What follows belongs to an exercise in optimizing a design on an open flow for small area and a short achievable clock period; a production flow would make more cautious choices.
At most, simulation tests tie the RTL to the original design; equivalence was not proved.
No activity file was given, so power comes from the tool's default toggle rates.

==> 10-10: inputs <==
Design tdc_time_accum_top, start of the top module:
module tdc_time_accum_top (
   input  logic         clk,
   input  logic         rst,
   input  logic [87:0]  int_data,
   input  logic [87:0]  frac_data,
   input  logic [7:0]   ch_mask,
   input  logic         start,
   input  logic [15:0]  acc_len,
   input  logic         acc_clear,
   output logic [36:0]  out_sum,
   output logic [15:0]  out_cnt,
   output logic         out_dval,
   output logic         busy
);
==> module tdc_add_tree, before the edit <==
module tdc_add_tree (
   input  logic        clk,
   input  logic [87:0] int_data,
   input  logic [87:0] frac_data,
   input  logic [7:0]  ch_mask,
   input  logic        v3,
   output logic [19:0] ev_o
);
   logic [7:0][10:0] mi, mf;
   for (genvar i = 0; i < 8; i++) begin : g_mask
      assign mi[i] = int_data[11*i +: 11]  & {11{ch_mask[i]}};
      assign mf[i] = frac_data[11*i +: 11] & {11{ch_mask[i]}};
   end
   logic [3:0][13:0] r0i_d, r0f_d, r0i_q, r0f_q;
   csa8to4 u_c0i (.m(mi), .r(r0i_d));
   csa8to4 u_c0f (.m(mf), .r(r0f_d));
   logic [13:0] s1i, c1i, s1f, c1f;
   logic [13:0] s1i_q, c1i_q, s1f_q, c1f_q;
   csa4to2 u_c1i (.r(r0i_q), .s(s1i), .c(c1i));
   csa4to2 u_c1f (.r(r0f_q), .s(s1f), .c(c1f));
   logic [13:0] si_q, sf_q;
   logic [19:0] a3, b3, c3, d3, t3s, t3c, e3s, e3c, e3s_q, e3c_q;
   assign a3  = {1'b0, si_q, 5'd0};
   assign b3  = {2'b0, si_q, 4'd0};
   assign c3  = {5'b0, si_q, 1'b0};
   assign d3  = {6'b0, sf_q};
   assign t3s = a3 ^ b3 ^ c3;
   assign t3c = {((a3[18:0] & b3[18:0]) | (a3[18:0] & c3[18:0]) | (b3[18:0] & c3[18:0])), 1'b0};
   assign e3s = t3s ^ t3c ^ d3;
   assign e3c = {((t3s[18:0] & t3c[18:0]) | (t3s[18:0] & d3[18:0]) | (t3c[18:0] & d3[18:0])), 1'b0};
   logic [19:0] e4_q;
   always_ff @(posedge clk) begin
      r0i_q <= r0i_d;
      r0f_q <= r0f_d;
      s1i_q <= s1i;
      c1i_q <= c1i;
      s1f_q <= s1f;
      c1f_q <= c1f;
      si_q  <= s1i_q + c1i_q;
      sf_q  <= s1f_q + c1f_q;
      e3s_q <= e3s;
      e3c_q <= e3c;
   end
   always_ff @(posedge clk) begin
      e4_q <= v3 ? (e3s_q + e3c_q) : 20'd0;
   end
   assign ev_o = e4_q;
endmodule
==> module tdc_time_accum, before the edit <==
module tdc_time_accum (
   input  logic        clk,
   input  logic        rst,
   input  logic [87:0] int_data,
   input  logic [87:0] frac_data,
   input  logic [7:0]  ch_mask,
   input  logic        start,
   input  logic [15:0] acc_len,
   input  logic        acc_clear,
   output logic [36:0] out_sum,
   output logic [15:0] out_cnt,
   output logic        out_dval,
   output logic        busy
);
   logic [4:0]       vld_q;
   logic [4:0][15:0] len_q;
   logic             le1_q;     
   logic [19:0]      ev;        
   tdc_add_tree u_tree (
      .clk       (clk),
      .int_data  (int_data),
      .frac_data (frac_data),
      .ch_mask   (ch_mask),
      .v3        (vld_q[3]),
      .ev_o      (ev)
   );
   always_ff @(posedge clk or posedge rst) begin
      if (rst) begin
         vld_q <= '0;
      end else begin
         vld_q <= {vld_q[3:0], start};
      end
   end
   always_ff @(posedge clk) begin
      len_q <= {len_q[3:0], acc_len};
      le1_q <= (len_q[3][15:1] == 15'd0);
   end
   logic        acc_st_q;    
   logic        acc_st_d;
   logic [35:0] acc_q;
   logic [15:0] rem_q;       
   logic [15:0] blen_q;      
   logic [35:0] sum_q;
   logic [15:0] ocnt_q;
   logic        dval_q;
   logic        busy_q;
   logic [35:0] add;
   logic        last, finish, done;
   logic [20:0] add_lo;
   logic [15:0] acc_hi_inc;
   assign add_lo     = {1'b0, acc_q[19:0]} + {1'b0, ev};
   assign acc_hi_inc = acc_q[35:20] + 16'd1;
   assign add        = {add_lo[20] ? acc_hi_inc : acc_q[35:20], add_lo[19:0]};
   assign last   = (rem_q == 16'd2);
   assign finish = acc_st_q ? last : le1_q;
   assign done   = vld_q[4] & finish & ~acc_clear;
   always_comb begin
      acc_st_d = acc_st_q;
      if (acc_clear) begin
         acc_st_d = 1'b0;
      end else if (vld_q[4]) begin
         acc_st_d = ~finish;
      end
   end
   always_ff @(posedge clk or posedge rst) begin
      if (rst) begin
         acc_st_q <= 1'b0;
         sum_q    <= '0;
         ocnt_q   <= '0;
         dval_q   <= 1'b0;
         busy_q   <= 1'b0;
      end else begin
         acc_st_q <= acc_st_d;
         if (done) begin
            sum_q  <= add;
            ocnt_q <= acc_st_q ? blen_q : 16'd1;
         end
         dval_q <= done;
         busy_q <= acc_st_d | start | (|vld_q[3:0]);
      end
   end
   always_ff @(posedge clk) begin
      acc_q <= (~acc_clear & (vld_q[4] ? ~finish : acc_st_q)) ? add : 36'd0;
      if (vld_q[4]) begin
         rem_q <= acc_st_q ? rem_q - 16'd1 : len_q[4];
      end
      if (vld_q[4] & ~acc_st_q) begin
         blen_q <= len_q[4];
      end
   end
   assign out_sum  = {1'b0, sum_q};
   assign out_cnt  = ocnt_q;
   assign out_dval = dval_q;
   assign busy     = busy_q;
endmodule
export LEC_CHECK = 0
export ABC_CLOCK_PERIOD_IN_PS = 2000
export CAP_MARGIN = 20
export CORE_MARGIN = 2
export CORE_UTILIZATION = 40
export CTS_BUF_LIST = sky130_fd_sc_hd__clkbuf_8 sky130_fd_sc_hd__clkbuf_16
export CTS_CLUSTER_DIAMETER = 100
export CTS_CLUSTER_SIZE = 30
export PLACE_DENSITY = 0.6
export SETUP_SLACK_MARGIN = 1.8
export SLEW_MARGIN = 20
create_clock -name core_clock -period 4.0 [get_ports {clk}]
standard.sh (not shown) runs the stock make flow with config.mk's settings and CLKGATE_MAP_FILE= SYNTH_SCRIPT=/design/flow/synth_recipe.tcl, a recipe that flattens the netlist after the stock synthesis.
==> flow/flow/run.sh <==
#!/bin/bash
set -e
export BUFFER_PORTS_ARGS="-buffer_cell sky130_fd_sc_hd__buf_2"
bash standard.sh > standard_flow.log 2>&1
==> 01-24 (differences from 10-10) <==
--- a/flow/design.v
+++ b/flow/design.v
@@ -13,18 +13,18 @@
    input  logic [87:0] int_data,
    input  logic [87:0] frac_data,
    input  logic [7:0]  ch_mask,
    input  logic        v3,
    output logic [19:0] ev_o
 );
    logic [7:0][10:0] mi, mf;
    for (genvar i = 0; i < 8; i++) begin : g_mask
-      assign mi[i] = int_data[11*i +: 11]  & {11{ch_mask[i]}};
-      assign mf[i] = frac_data[11*i +: 11] & {11{ch_mask[i]}};
+      assign mi[i] = ~(int_data[11*i +: 11]  & {11{ch_mask[i]}});
+      assign mf[i] = ~(frac_data[11*i +: 11] & {11{ch_mask[i]}});
    end
    logic [3:0][13:0] r0i_d, r0f_d, r0i_q, r0f_q;
    csa8to4 u_c0i (.m(mi), .r(r0i_d));
    csa8to4 u_c0f (.m(mf), .r(r0f_d));
    logic [13:0] s1i, c1i, s1f, c1f;
    logic [13:0] s1i_q, c1i_q, s1f_q, c1f_q;
    csa4to2 u_c1i (.r(r0i_q), .s(s1i), .c(c1i));
    csa4to2 u_c1f (.r(r0f_q), .s(s1f), .c(c1f));
@@ -41,59 +41,59 @@
    logic [19:0] e4_q;
    always_ff @(posedge clk) begin
       r0i_q <= r0i_d;
       r0f_q <= r0f_d;
       s1i_q <= s1i;
       c1i_q <= c1i;
       s1f_q <= s1f;
       c1f_q <= c1f;
-      si_q  <= s1i_q + c1i_q;
-      sf_q  <= s1f_q + c1f_q;
+      si_q  <= ~(s1i_q + c1i_q + 14'd1);
+      sf_q  <= ~(s1f_q + c1f_q + 14'd1);
       e3s_q <= e3s;
       e3c_q <= e3c;
    end
    always_ff @(posedge clk) begin
       e4_q <= v3 ? (e3s_q + e3c_q) : 20'd0;
    end
    assign ev_o = e4_q;
 endmodule
 module csa8to4 (
    input  logic [7:0][10:0] m,
    output logic [3:0][13:0] r
 );
    logic [13:0] x0, x1, x2, x3, x4, x5, x6, x7;
    logic [13:0] sa, ca, sb, cb;
-   assign x0 = 14'(m[0]);
-   assign x1 = 14'(m[1]);
-   assign x2 = 14'(m[2]);
-   assign x3 = 14'(m[3]);
-   assign x4 = 14'(m[4]);
-   assign x5 = 14'(m[5]);
-   assign x6 = 14'(m[6]);
-   assign x7 = 14'(m[7]);
+   assign x0 = {3'b111, m[0]};
+   assign x1 = {3'b111, m[1]};
+   assign x2 = {3'b111, m[2]};
+   assign x3 = {3'b111, m[3]};
+   assign x4 = {3'b111, m[4]};
+   assign x5 = {3'b111, m[5]};
+   assign x6 = {3'b111, m[6]};
+   assign x7 = {3'b111, m[7]};
    assign sa = x0 ^ x1 ^ x2;
-   assign ca = {((x0[12:0] & x1[12:0]) | (x0[12:0] & x2[12:0]) | (x1[12:0] & x2[12:0])), 1'b0};
+   assign ca = {((x0[12:0] & x1[12:0]) | (x0[12:0] & x2[12:0]) | (x1[12:0] & x2[12:0])), 1'b1};
    assign sb = x3 ^ x4 ^ x5;
-   assign cb = {((x3[12:0] & x4[12:0]) | (x3[12:0] & x5[12:0]) | (x4[12:0] & x5[12:0])), 1'b0};
+   assign cb = {((x3[12:0] & x4[12:0]) | (x3[12:0] & x5[12:0]) | (x4[12:0] & x5[12:0])), 1'b1};
    assign r[0] = sa ^ ca ^ sb;
-   assign r[1] = {((sa[12:0] & ca[12:0]) | (sa[12:0] & sb[12:0]) | (ca[12:0] & sb[12:0])), 1'b0};
+   assign r[1] = {((sa[12:0] & ca[12:0]) | (sa[12:0] & sb[12:0]) | (ca[12:0] & sb[12:0])), 1'b1};
    assign r[2] = cb ^ x6 ^ x7;
-   assign r[3] = {((cb[12:0] & x6[12:0]) | (cb[12:0] & x7[12:0]) | (x6[12:0] & x7[12:0])), 1'b0};
+   assign r[3] = {((cb[12:0] & x6[12:0]) | (cb[12:0] & x7[12:0]) | (x6[12:0] & x7[12:0])), 1'b1};
 endmodule
 module csa4to2 (
    input  logic [3:0][13:0] r,
    output logic [13:0]      s,
    output logic [13:0]      c
 );
    logic [13:0] t, u;
    assign t = r[0] ^ r[1] ^ r[2];
-   assign u = {((r[0][12:0] & r[1][12:0]) | (r[0][12:0] & r[2][12:0]) | (r[1][12:0] & r[2][12:0])), 1'b0};
+   assign u = {((r[0][12:0] & r[1][12:0]) | (r[0][12:0] & r[2][12:0]) | (r[1][12:0] & r[2][12:0])), 1'b1};
    assign s = t ^ u ^ r[3];
-   assign c = {((t[12:0] & u[12:0]) | (t[12:0] & r[3][12:0]) | (u[12:0] & r[3][12:0])), 1'b0};
+   assign c = {((t[12:0] & u[12:0]) | (t[12:0] & r[3][12:0]) | (u[12:0] & r[3][12:0])), 1'b1};
 endmodule
 module tdc_time_accum (
    input  logic        clk,
    input  logic        rst,
    input  logic [87:0] int_data,
    input  logic [87:0] frac_data,
    input  logic [7:0]  ch_mask,
    input  logic        start,
@@ -133,21 +133,17 @@
    logic [15:0] rem_q;       
    logic [15:0] blen_q;      
    logic [35:0] sum_q;
    logic [15:0] ocnt_q;
    logic        dval_q;
    logic        busy_q;
    logic [35:0] add;
    logic        last, finish, done;
-   logic [20:0] add_lo;
-   logic [15:0] acc_hi_inc;
-   assign add_lo     = {1'b0, acc_q[19:0]} + {1'b0, ev};
-   assign acc_hi_inc = acc_q[35:20] + 16'd1;
-   assign add        = {add_lo[20] ? acc_hi_inc : acc_q[35:20], add_lo[19:0]};
+   assign add    = acc_q + 36'(ev);
    assign last   = (rem_q == 16'd2);
    assign finish = acc_st_q ? last : le1_q;
    assign done   = vld_q[4] & finish & ~acc_clear;
    always_comb begin
       acc_st_d = acc_st_q;
       if (acc_clear) begin
          acc_st_d = 1'b0;
       end else if (vld_q[4]) begin
==> flow/flow/run.sh (replaced) <==
#!/bin/bash
set -e
export BUFFER_PORTS_ARGS="-buffer_cell sky130_fd_sc_hd__buf_1"
bash standard.sh > standard_flow.log 2>&1
==> flow/config.mk (replaced) <==
export PLATFORM = sky130hd
export DESIGN_NAME = tdc_time_accum_top
export DESIGN_NICKNAME = tdc_time_accum_top
export VERILOG_FILES = /design/flow/design.v
export SDC_FILE = /design/flow/constraint.sdc
export NUM_CORES = 4
export LEC_CHECK = 0
export ABC_AREA = 1
export ABC_CLOCK_PERIOD_IN_PS = 2000
export CAP_MARGIN = 20
export CORE_MARGIN = 2
export CORE_UTILIZATION = 40
export CTS_BUF_LIST = sky130_fd_sc_hd__clkbuf_8 sky130_fd_sc_hd__clkbuf_16
export CTS_CLUSTER_DIAMETER = 80
export CTS_CLUSTER_SIZE = 20
export PLACE_DENSITY = 0.6
export SETUP_SLACK_MARGIN = 1.8
export SLEW_MARGIN = 20
==> 03-12 (differences from 10-10) <==
--- a/flow/design.v
+++ b/flow/design.v
@@ -5,16 +5,17 @@
    localparam int SCALE  = 50;
    localparam int ACC_W  = 16;
    localparam int EV_W   = 20;
    localparam int ACC_SW = 36;
    localparam int OUT_W  = 37;
 endpackage
 module tdc_add_tree (
    input  logic        clk,
+   input  logic        rst,
    input  logic [87:0] int_data,
    input  logic [87:0] frac_data,
    input  logic [7:0]  ch_mask,
    input  logic        v3,
    output logic [19:0] ev_o
 );
    logic [7:0][10:0] mi, mf;
    for (genvar i = 0; i < 8; i++) begin : g_mask
@@ -46,18 +47,22 @@
       c1i_q <= c1i;
       s1f_q <= s1f;
       c1f_q <= c1f;
       si_q  <= s1i_q + c1i_q;
       sf_q  <= s1f_q + c1f_q;
       e3s_q <= e3s;
       e3c_q <= e3c;
    end
-   always_ff @(posedge clk) begin
-      e4_q <= v3 ? (e3s_q + e3c_q) : 20'd0;
+   always_ff @(posedge clk or posedge rst) begin
+      if (rst) begin
+         e4_q <= '0;
+      end else begin
+         e4_q <= v3 ? (e3s_q + e3c_q) : 20'd0;
+      end
    end
    assign ev_o = e4_q;
 endmodule
 module csa8to4 (
    input  logic [7:0][10:0] m,
    output logic [3:0][13:0] r
 );
    logic [13:0] x0, x1, x2, x3, x4, x5, x6, x7;
@@ -105,16 +110,17 @@
    output logic        busy
 );
    logic [4:0]       vld_q;
    logic [4:0][15:0] len_q;
    logic             le1_q;     
    logic [19:0]      ev;        
    tdc_add_tree u_tree (
       .clk       (clk),
+      .rst       (rst),
       .int_data  (int_data),
       .frac_data (frac_data),
       .ch_mask   (ch_mask),
       .v3        (vld_q[3]),
       .ev_o      (ev)
    );
    always_ff @(posedge clk or posedge rst) begin
       if (rst) begin
@@ -133,51 +139,48 @@
    logic [15:0] rem_q;       
    logic [15:0] blen_q;      
    logic [35:0] sum_q;
    logic [15:0] ocnt_q;
    logic        dval_q;
    logic        busy_q;
    logic [35:0] add;
    logic        last, finish, done;
-   logic [20:0] add_lo;
-   logic [15:0] acc_hi_inc;
-   assign add_lo     = {1'b0, acc_q[19:0]} + {1'b0, ev};
-   assign acc_hi_inc = acc_q[35:20] + 16'd1;
-   assign add        = {add_lo[20] ? acc_hi_inc : acc_q[35:20], add_lo[19:0]};
+   assign add    = acc_q + 36'(ev);
    assign last   = (rem_q == 16'd2);
    assign finish = acc_st_q ? last : le1_q;
    assign done   = vld_q[4] & finish & ~acc_clear;
    always_comb begin
       acc_st_d = acc_st_q;
       if (acc_clear) begin
          acc_st_d = 1'b0;
       end else if (vld_q[4]) begin
          acc_st_d = ~finish;
       end
    end
    always_ff @(posedge clk or posedge rst) begin
       if (rst) begin
          acc_st_q <= 1'b0;
+         acc_q    <= '0;
          sum_q    <= '0;
          ocnt_q   <= '0;
          dval_q   <= 1'b0;
          busy_q   <= 1'b0;
       end else begin
          acc_st_q <= acc_st_d;
+         acc_q    <= (acc_clear | (vld_q[4] & finish)) ? 36'd0 : add;
          if (done) begin
             sum_q  <= add;
             ocnt_q <= acc_st_q ? blen_q : 16'd1;
          end
          dval_q <= done;
          busy_q <= acc_st_d | start | (|vld_q[3:0]);
       end
    end
    always_ff @(posedge clk) begin
-      acc_q <= (~acc_clear & (vld_q[4] ? ~finish : acc_st_q)) ? add : 36'd0;
       if (vld_q[4]) begin
          rem_q <= acc_st_q ? rem_q - 16'd1 : len_q[4];
       end
       if (vld_q[4] & ~acc_st_q) begin
          blen_q <= len_q[4];
       end
    end
    assign out_sum  = {1'b0, sum_q};
==> flow/run.sh (new file) <==
#!/bin/bash
# synth_recipe.tcl (not shown) runs the flow's synth.tcl, then flattens the netlist and writes it again
# the make line also repeats each setting of config.mk as NAME=value (left out here)
make -C /OpenROAD-flow-scripts/flow DESIGN_CONFIG=/design/flow/config.mk WORK_HOME=/design/flow/orfs CLKGATE_MAP_FILE= SYNTH_SCRIPT=/design/flow/synth_recipe.tcl finish
==> flow/config.mk (replaced) <==
export PLATFORM = sky130hd
export DESIGN_NAME = tdc_time_accum_top
export DESIGN_NICKNAME = tdc_time_accum_top
export VERILOG_FILES = /design/flow/design.v
export SDC_FILE = /design/flow/constraint.sdc
export NUM_CORES = 4
export LEC_CHECK = 0
export ABC_CLOCK_PERIOD_IN_PS = 2000
export CAP_MARGIN = 20
export CORE_MARGIN = 2
export CORE_UTILIZATION = 40
export PLACE_DENSITY = 0.6
export SETUP_SLACK_MARGIN = 1.8
export SLEW_MARGIN = 20
removed: flow/flow/run.sh
removed: flow/standard.sh
==> run notes <==
|  | 10-10 | 01-24 | 03-12 |
|---|---|---|---|
| Result of the run | finished clean | finished clean | finished clean |
| Minimum setup slack after placement | 0.790 ns | 1.51 ns | 0.495 ns |
| Clk pin slew, worst setup/hold paths | 0.12 ns | 0.09 ns | 0.06 ns |
| Summed instance area of the synthesized netlist | 0.0180 sq mm | 0.0189 sq mm | 0.0186 sq mm |
| Crit path from | u_accum.acc_q[5] | u_accum.acc_q[0] | u_accum.u_tree.e4_q[11] |
| Area share of and/or/nand/nor cells after synthesis | 12.6% | 16.1% | 13.1% |
| First-pass GRT wire length | 57600 um | 64500 um | 64500 um |
| Ant diodes | 5 | 0 | 0 |
| Layout net count | 2262 | 2627 | 2328 |
| Class of the tightest hold or removal check | reg -> reg | in -> reg | reg -> reg |
| Seq pwr | 5940 uW | 5920 uW | 5970 uW |
| Hold Crit Depth | 0 | 1 | 0 |
| Destination of the critical timing path | u_accum.sum_q[23] | u_accum.sum_q[14] | u_accum.sum_q[35] |
| Critical path peak fanout | 8 | 3 | 4 |
| Final period demand of the worst path | 2.70 ns | 2.14 ns | 2.39 ns |
| Share of Yosys cell area claimed by the top area cell type | 38.1% | 36.3% | 30.8% |
| Mux contribution to synthesized area | 0.181% | 0% | 0.222% |
| Synthesized netlist net count | 1967 | 2363 | 2013 |
| Number of resized instances in the post-cts repair step | 65 | 5 | 158 |
| Clock buf/inv share | 2.54% | 3.65% | 6.98% |
| Final instance area | 0.0218 sq mm | 0.0214 sq mm | 0.0247 sq mm |
| Number of unique standard cell types used by synthesis | 68 | 42 | 72 |
| FMAX | 370 MHz | 467 MHz | 419 MHz |
Function not checked in 10-10 and 03-12: the RTL went through the layout flow alone.

-- re-timing with driven ports --
Ports are ideal in the flow. The routed layouts listed here were re-timed in OpenROAD.
Step 1 assumes that a clkbuf_16 drives the clock port and a buf_2 every other input.
Step 2 times the ports against the registers' clock, not the clock port: input delays grow and output delays shrink by t, the midpoint of the rising clock arrivals with the driver on.
Slacks: no drivers / after step 1 / after step 2; pairs: no drivers / after step 1.
run	t, ns	setup slack, ns	worst data-port slew with drivers (ns)	pins driven straight from the clock port
10-10	0.574	1.297 / 1.297 / 1.297	0.07	1
01-24	0.618	1.858 / 1.858 / 1.524	0.07	1
03-12	0.621	1.614 / 1.614 / 1.257	0.08	1
After both steps setup and hold are still met in every run listed. The setup slack of 03-12, which loses most, moves by 0.000 ns with the drivers and by -0.357 ns with both steps.
